Source: an optimization exercise on an open RTL-to-GDS flow (aim: small area, a short achievable clock period and few clock cycles per item). Production flows keep margins and buffers that such runs may drop. At most, simulation tests tie the RTL to the original design; equivalence was not proved. No driver is modelled on the clock port, so clocking that relies on it looks cheaper here than on a real chip. Power figures rest on the tool's default switching activity, not on a simulated workload.

==> job 3408 <==
==> flow/design.v <==
`default_nettype none
package overlap_split_pkg;
  localparam int SAMPLE_W_DEF = 64;
  localparam int HOP_DEF      = 18;
endpackage
`default_nettype wire
`default_nettype none
module split_bank_ram #(
  parameter int SAMPLE_W = 64,
  parameter int DEPTH    = 18
) (
  input  logic                clk,
  input  logic                wr_en,
  input  logic [SAMPLE_W-1:0] wr_data,
  output logic [SAMPLE_W-1:0] rd_data
);
  logic [SAMPLE_W-1:0] ring_q [DEPTH];
  assign rd_data = ring_q[0];
  always_ff @(posedge clk) begin
    ring_q[0] <= wr_en ? wr_data : ring_q[DEPTH-1];
    for (int i = 1; i < DEPTH; i++) begin
      ring_q[i] <= ring_q[i-1];
    end
  end
endmodule
`default_nettype wire
`default_nettype none
import overlap_split_pkg::*;
module overlap_split #(
  parameter int SAMPLE_W = overlap_split_pkg::SAMPLE_W_DEF,
  parameter int HOP      = overlap_split_pkg::HOP_DEF
) (
  input  logic                clk,
  input  logic                reset,
  input  logic [SAMPLE_W-1:0] in_split_pcmSample,
  input  logic                in_split_valid,
  output logic                in_split_ready,
  output logic [SAMPLE_W-1:0] out_split_pcmSample,
  output logic                out_split_valid,
  input  logic                out_split_ready,
  output logic                out_split_last
);
  localparam int PH_W = (HOP > 1) ? $clog2(HOP) : 1;
  localparam int IN_W = $clog2(HOP + 1);
  localparam logic [PH_W-1:0] PH_LAST = PH_W'(HOP - 1);
  logic [PH_W-1:0]     phase_q;     
  logic [PH_W-1:0]     jo_q;        
  logic                half_q;      
  logic [IN_W-1:0]     ji_q;        
  logic                first_q;     
  logic                sync_q;      
  logic                gt_q;        
  logic                in_rdy_q;    
  logic [SAMPLE_W-1:0] out_data_q;
  logic                out_valid_q;
  logic                out_last_q;
  logic                wr_en;
  logic                load;
  logic [SAMPLE_W-1:0] ring_data;
  logic [PH_W-1:0]     phase_n;
  logic [PH_W-1:0]     jo_n;
  logic                eoh;         
  logic                sync_n;      
  logic                ge2;         
  logic                rdy_w;       
  logic                rdy_e;       
  logic                jo_gt;       
  logic                jo_gt1;      
  logic                jo_ge;       
  assign in_split_ready = in_rdy_q;
  assign wr_en          = in_split_valid && in_rdy_q;
  assign load           = sync_q && gt_q && (!out_valid_q || out_split_ready);
  split_bank_ram #(
    .SAMPLE_W (SAMPLE_W),
    .DEPTH    (HOP)
  ) u_bank_ram (
    .clk     (clk),
    .wr_en   (in_rdy_q),
    .wr_data (in_split_pcmSample),
    .rd_data (ring_data)
  );
  always_comb begin
    phase_n = (phase_q == PH_LAST) ? '0 : phase_q + PH_W'(1);
    eoh     = (jo_q == PH_LAST);
    jo_n    = eoh ? '0 : jo_q + PH_W'(1);
    sync_n  = (phase_n == jo_n);
    ge2     = (ji_q > IN_W'(jo_q) + IN_W'(1));
    rdy_w   = (ji_q != IN_W'(HOP - 1));
    rdy_e   = (ji_q != IN_W'(HOP)) && (IN_W'(phase_n) == ji_q);
    jo_gt   = (IN_W'(jo_q) > ji_q);
    jo_gt1  = (IN_W'(jo_q) > ji_q + IN_W'(1));
    jo_ge   = (IN_W'(jo_q) >= ji_q);
  end
  always_ff @(posedge clk) begin
    if (!reset) begin
      phase_q     <= PH_W'(2);
      jo_q        <= PH_W'(1);
      half_q      <= 1'b0;
      ji_q        <= '0;
      first_q     <= 1'b1;
      sync_q      <= 1'b1;
      gt_q        <= 1'b1;
      in_rdy_q    <= 1'b0;
      out_data_q  <= '0;
      out_valid_q <= 1'b1;
      out_last_q  <= 1'b0;
    end else begin
      phase_q <= phase_n;
      sync_q  <= load || sync_n;
      if (load) jo_q <= jo_n;
      if (load && eoh) half_q <= !half_q;
      if (load && eoh && half_q) ji_q <= '0;
      else if (wr_en)            ji_q <= ji_q + IN_W'(1);
      if (load && eoh) begin
        gt_q     <= half_q || wr_en || (ji_q != '0);
        in_rdy_q <= !half_q && (wr_en ? rdy_w : rdy_e);
      end else begin
        if (half_q) begin
          if (wr_en && !load)      gt_q <= 1'b1;
          else if (!wr_en && load) gt_q <= ge2;
        end
        if (wr_en) in_rdy_q <= rdy_w && (half_q || (load ? jo_gt : jo_gt1));
        else       in_rdy_q <= rdy_e && (half_q || (load ? jo_ge : jo_gt));
      end
      if (load) begin
        out_data_q  <= first_q ? '0 : ring_data;
        out_valid_q <= 1'b1;
        out_last_q  <= half_q && eoh;
        if (eoh) first_q <= 1'b0;
      end else if (out_split_ready) begin
        out_valid_q <= 1'b0;
      end
    end
  end
  assign out_split_pcmSample = out_data_q;
  assign out_split_valid     = out_valid_q;
  assign out_split_last      = out_last_q;
endmodule
`default_nettype wire
==> flow/flow/run.sh <==
#!/bin/bash
set -euo pipefail
here="$(pwd)"
bash standard.sh \
  "BUFFER_PORTS_ARGS=-buffer_cell sky130_fd_sc_hd__buf_1" \
  MATCH_CELL_FOOTPRINT=0 \
  "CTS_ARGS=-sink_clustering_enable -repair_clock_nets -sink_clustering_size 32 -sink_clustering_max_diameter 90 -buf_list sky130_fd_sc_hd__buf_12" \
  "POST_CTS_TCL=${here}/flow/extra_repair.tcl" \
  finish > standard_flow.log 2>&1
==> flow/flow/extra_repair.tcl <==
# Run after clock tree synthesis (POST_CTS_TCL hook). One more setup repair
# pass aimed at the paths from the inputs and between registers. For this
# pass only, the output delay is set to 0, so that repair does not stall on
# the register-to-output paths, whose delay (clock tree, flip-flop, output
# buffer) resizing cannot cut further. It aims 0.3 ns past the flow's own
# setup margin, as routing later adds delay to these paths. The design's
# output delay is put back before the database and constraints are written.
set my_outs [all_outputs]
set my_out_delay [expr {0.2 * $::env(FLOW_PERIOD_NS)}]
set_output_delay 0.0 -clock [get_clocks core_clock] $my_outs
estimate_parasitics -placement
repair_timing -setup -setup_margin [expr {$::env(SETUP_SLACK_MARGIN) + 0.3}] -repair_tns 100 -verbose
set_output_delay $my_out_delay -clock [get_clocks core_clock] $my_outs
detailed_placement
check_placement -verbose
estimate_parasitics -placement
report_worst_slack -max
==> flow/standard.sh <==
#!/bin/bash
# synth_recipe.tcl (not shown) runs the flow's synth.tcl, then flattens the netlist and writes it again
# the make line also repeats each setting of config.mk as NAME=value (left out here)
make -C /OpenROAD-flow-scripts/flow DESIGN_CONFIG=/design/flow/config.mk WORK_HOME=/design/flow/orfs CLKGATE_MAP_FILE= SYNTH_SCRIPT=/design/flow/synth_recipe.tcl "${@:-finish}"
==> flow/config.mk <==
export PLATFORM = sky130hd
export DESIGN_NAME = overlap_split
export DESIGN_NICKNAME = overlap_split
export VERILOG_FILES = /design/flow/design.v
export SDC_FILE = /design/flow/constraint.sdc
export NUM_CORES = 4
export LEC_CHECK = 0
export CAP_MARGIN = 20
export CORE_MARGIN = 2
export CORE_UTILIZATION = 50
export CTS_BUF_LIST = sky130_fd_sc_hd__clkbuf_16
export CTS_CLUSTER_DIAMETER = 60
export CTS_CLUSTER_SIZE = 30
export PLACE_DENSITY = 0.65
export SETUP_SLACK_MARGIN = 4.5
export SLEW_MARGIN = 20
==> flow/constraint.sdc <==
create_clock -name core_clock -period 7.0 [get_ports {clk}]
set_input_delay 1.4000 -clock core_clock [delete_from_list [all_inputs] [get_ports {clk}]]
set_output_delay 1.4000 -clock core_clock [all_outputs]
set_load 0.01 [all_outputs]
==> job 8097: changes against job 3408 <==
--- a/flow/design.v
+++ b/flow/design.v
@@ -13,10 +13,12 @@
   input  logic                wr_en,
   input  logic [SAMPLE_W-1:0] wr_data,
+  output logic [SAMPLE_W-1:0] ring_in,
   output logic [SAMPLE_W-1:0] rd_data
 );
   logic [SAMPLE_W-1:0] ring_q [DEPTH];
-  assign rd_data = ring_q[0];
+  assign rd_data = ring_q[DEPTH-1];
+  assign ring_in = wr_en ? wr_data : rd_data;
   always_ff @(posedge clk) begin
-    ring_q[0] <= wr_en ? wr_data : ring_q[DEPTH-1];
+    ring_q[0] <= ring_in;
     for (int i = 1; i < DEPTH; i++) begin
       ring_q[i] <= ring_q[i-1];
@@ -44,4 +46,5 @@
   localparam int IN_W = $clog2(HOP + 1);
   localparam logic [PH_W-1:0] PH_LAST = PH_W'(HOP - 1);
+  localparam logic [IN_W-1:0] IN_FULL = IN_W'(HOP);
   logic [PH_W-1:0]     phase_q;     
   logic [PH_W-1:0]     jo_q;        
@@ -57,18 +60,22 @@
   logic                wr_en;
   logic                load;
-  logic [SAMPLE_W-1:0] ring_data;
+  logic [SAMPLE_W-1:0] ring_in;
+  logic [SAMPLE_W-1:0] old_data;
   logic [PH_W-1:0]     phase_n;
   logic [PH_W-1:0]     jo_n;
+  logic                half_n;
   logic                eoh;         
-  logic                sync_n;      
-  logic                ge2;         
-  logic                rdy_w;       
-  logic                rdy_e;       
-  logic                jo_gt;       
-  logic                jo_gt1;      
-  logic                jo_ge;       
+  logic [PH_W-1:0]     c_jo   [4];
+  logic                c_half [4];
+  logic [IN_W-1:0]     c_ji   [4];
+  logic                c_gt   [4];
+  logic                c_rdy  [4];
+  logic                sync_n;
+  logic [1:0]          sel;
   assign in_split_ready = in_rdy_q;
   assign wr_en          = in_split_valid && in_rdy_q;
-  assign load           = sync_q && gt_q && (!out_valid_q || out_split_ready);
+  assign load           = sync_q && (gt_q || wr_en)
+                       && (!out_valid_q || out_split_ready);
+  assign sel            = {load, wr_en};
   split_bank_ram #(
     .SAMPLE_W (SAMPLE_W),
@@ -76,7 +83,8 @@
   ) u_bank_ram (
     .clk     (clk),
-    .wr_en   (in_rdy_q),
+    .wr_en   (wr_en),
     .wr_data (in_split_pcmSample),
-    .rd_data (ring_data)
+    .ring_in (ring_in),
+    .rd_data (old_data)
   );
   always_comb begin
@@ -84,15 +92,19 @@
     eoh     = (jo_q == PH_LAST);
     jo_n    = eoh ? '0 : jo_q + PH_W'(1);
-    sync_n  = (phase_n == jo_n);
-    ge2     = (ji_q > IN_W'(jo_q) + IN_W'(1));
-    rdy_w   = (ji_q != IN_W'(HOP - 1));
-    rdy_e   = (ji_q != IN_W'(HOP)) && (IN_W'(phase_n) == ji_q);
-    jo_gt   = (IN_W'(jo_q) > ji_q);
-    jo_gt1  = (IN_W'(jo_q) > ji_q + IN_W'(1));
-    jo_ge   = (IN_W'(jo_q) >= ji_q);
+    half_n  = eoh ? !half_q : half_q;
+    sync_n  = (phase_n == jo_q);
+    for (int c = 0; c < 4; c++) begin
+      c_jo[c]   = c[1] ? jo_n : jo_q;
+      c_half[c] = c[1] ? half_n : half_q;
+      c_ji[c]   = c[0] ? ji_q + IN_W'(1) : ji_q;
+      if (c[1] && half_q && eoh) c_ji[c] = '0;
+      c_gt[c]   = !c_half[c] || (c_ji[c] > IN_W'(c_jo[c]));
+      c_rdy[c]  = (IN_W'(phase_n) == c_ji[c]) && (c_ji[c] != IN_FULL)
+               && (c_half[c] || (IN_W'(c_jo[c]) > c_ji[c]));
+    end
   end
   always_ff @(posedge clk) begin
     if (!reset) begin
-      phase_q     <= PH_W'(2);
+      phase_q     <= PH_W'(1);
       jo_q        <= PH_W'(1);
       half_q      <= 1'b0;
@@ -106,23 +118,13 @@
       out_last_q  <= 1'b0;
     end else begin
-      phase_q <= phase_n;
-      sync_q  <= load || sync_n;
-      if (load) jo_q <= jo_n;
-      if (load && eoh) half_q <= !half_q;
-      if (load && eoh && half_q) ji_q <= '0;
-      else if (wr_en)            ji_q <= ji_q + IN_W'(1);
-      if (load && eoh) begin
-        gt_q     <= half_q || wr_en || (ji_q != '0);
-        in_rdy_q <= !half_q && (wr_en ? rdy_w : rdy_e);
-      end else begin
-        if (half_q) begin
-          if (wr_en && !load)      gt_q <= 1'b1;
-          else if (!wr_en && load) gt_q <= ge2;
-        end
-        if (wr_en) in_rdy_q <= rdy_w && (half_q || (load ? jo_gt : jo_gt1));
-        else       in_rdy_q <= rdy_e && (half_q || (load ? jo_ge : jo_gt));
-      end
+      phase_q  <= phase_n;
+      jo_q     <= c_jo[sel];
+      half_q   <= c_half[sel];
+      ji_q     <= c_ji[sel];
+      gt_q     <= c_gt[sel];
+      in_rdy_q <= c_rdy[sel];
+      sync_q   <= load || sync_n;
       if (load) begin
-        out_data_q  <= first_q ? '0 : ring_data;
+        out_data_q  <= first_q ? '0 : ring_in;
         out_valid_q <= 1'b1;
         out_last_q  <= half_q && eoh;
==> flow/run.sh (new file) <==
#!/bin/bash
# synth_recipe.tcl (not shown) runs the flow's synth.tcl, then flattens the netlist and writes it again
# the make line also repeats each setting of config.mk as NAME=value (left out here)
make -C /OpenROAD-flow-scripts/flow DESIGN_CONFIG=/design/flow/config.mk WORK_HOME=/design/flow/orfs CLKGATE_MAP_FILE= SYNTH_SCRIPT=/design/flow/synth_recipe.tcl finish
--- a/flow/config.mk
+++ b/flow/config.mk
@@ -9,7 +9,7 @@
 export CORE_MARGIN = 2
 export CORE_UTILIZATION = 50
-export CTS_BUF_LIST = sky130_fd_sc_hd__clkbuf_16
-export CTS_CLUSTER_DIAMETER = 60
-export CTS_CLUSTER_SIZE = 30
+export CTS_BUF_LIST = sky130_fd_sc_hd__clkbuf_8
+export CTS_CLUSTER_DIAMETER = 40
+export CTS_CLUSTER_SIZE = 20
 export PLACE_DENSITY = 0.65
 export SETUP_SLACK_MARGIN = 4.5
removed: flow/flow/run.sh
removed: flow/flow/extra_repair.tcl
removed: flow/standard.sh
==> run notes <==
Critical path depth: job 8097 is higher than job 3408 (12).
Total power: job 3408 is smaller than job 8097 (16%).
Against job 8097, the utilization of job 3408 is lower by 5.1 points.
Against job 8097, the clock-buffer cell count of job 3408 is lower by 81.
==> figures <==
	job 8097	job 3408
Run status	finished clean	finished clean
Largest net degree at the start of global routing	62	37
Final GP Congestion	0.817	0.793
CP Capture Point	in_rdy_q	out_split_pcmSample[39]
Number of inverters outside the clock class in the layout	10	12
Detailed-routed wire length on met2	18300 µm	15500 µm
Tapcells inserted	748	696
DP HPWL	24200 µm	19800 µm
Fraction of area in registers	74.3%	82.7%
Multi-input gate share of total cell area	9.54%	8.36%
Testbench counts of job 3408, summed over its fixed seeds: cycles 11,520, blocks 320.
For job 8097, only the layout was checked, not whether the RTL still works.

-- re-timing with driven ports --
No port has a modelled driver above. Below, the same layouts with a new extraction and two added sets of constraints. Step 1: set_driving_cell puts a clkbuf_16 on clk and a buf_2 on each other input, an assumption about the parent block. Step 2 moves the port delays by t, midway between the first and last clock arrival at a register: inputs arrive t later, outputs are due t later. That takes back most of the time a late clock gives input paths. Three values: no drivers, after step 1, after step 2; two values: the first two.
run	t (ns)	slack for setup (ns)	cell pins on the clock port's net
job 3408	0.589	4.567 / 4.514 / 4.205	1
job 8097	0.758	4.390 / 4.340 / 3.697	1
After both steps setup and hold are still met in every run listed. The setup slack of job 8097, which loses most, moves by -0.050 ns with the drivers and by -0.693 ns with both steps.
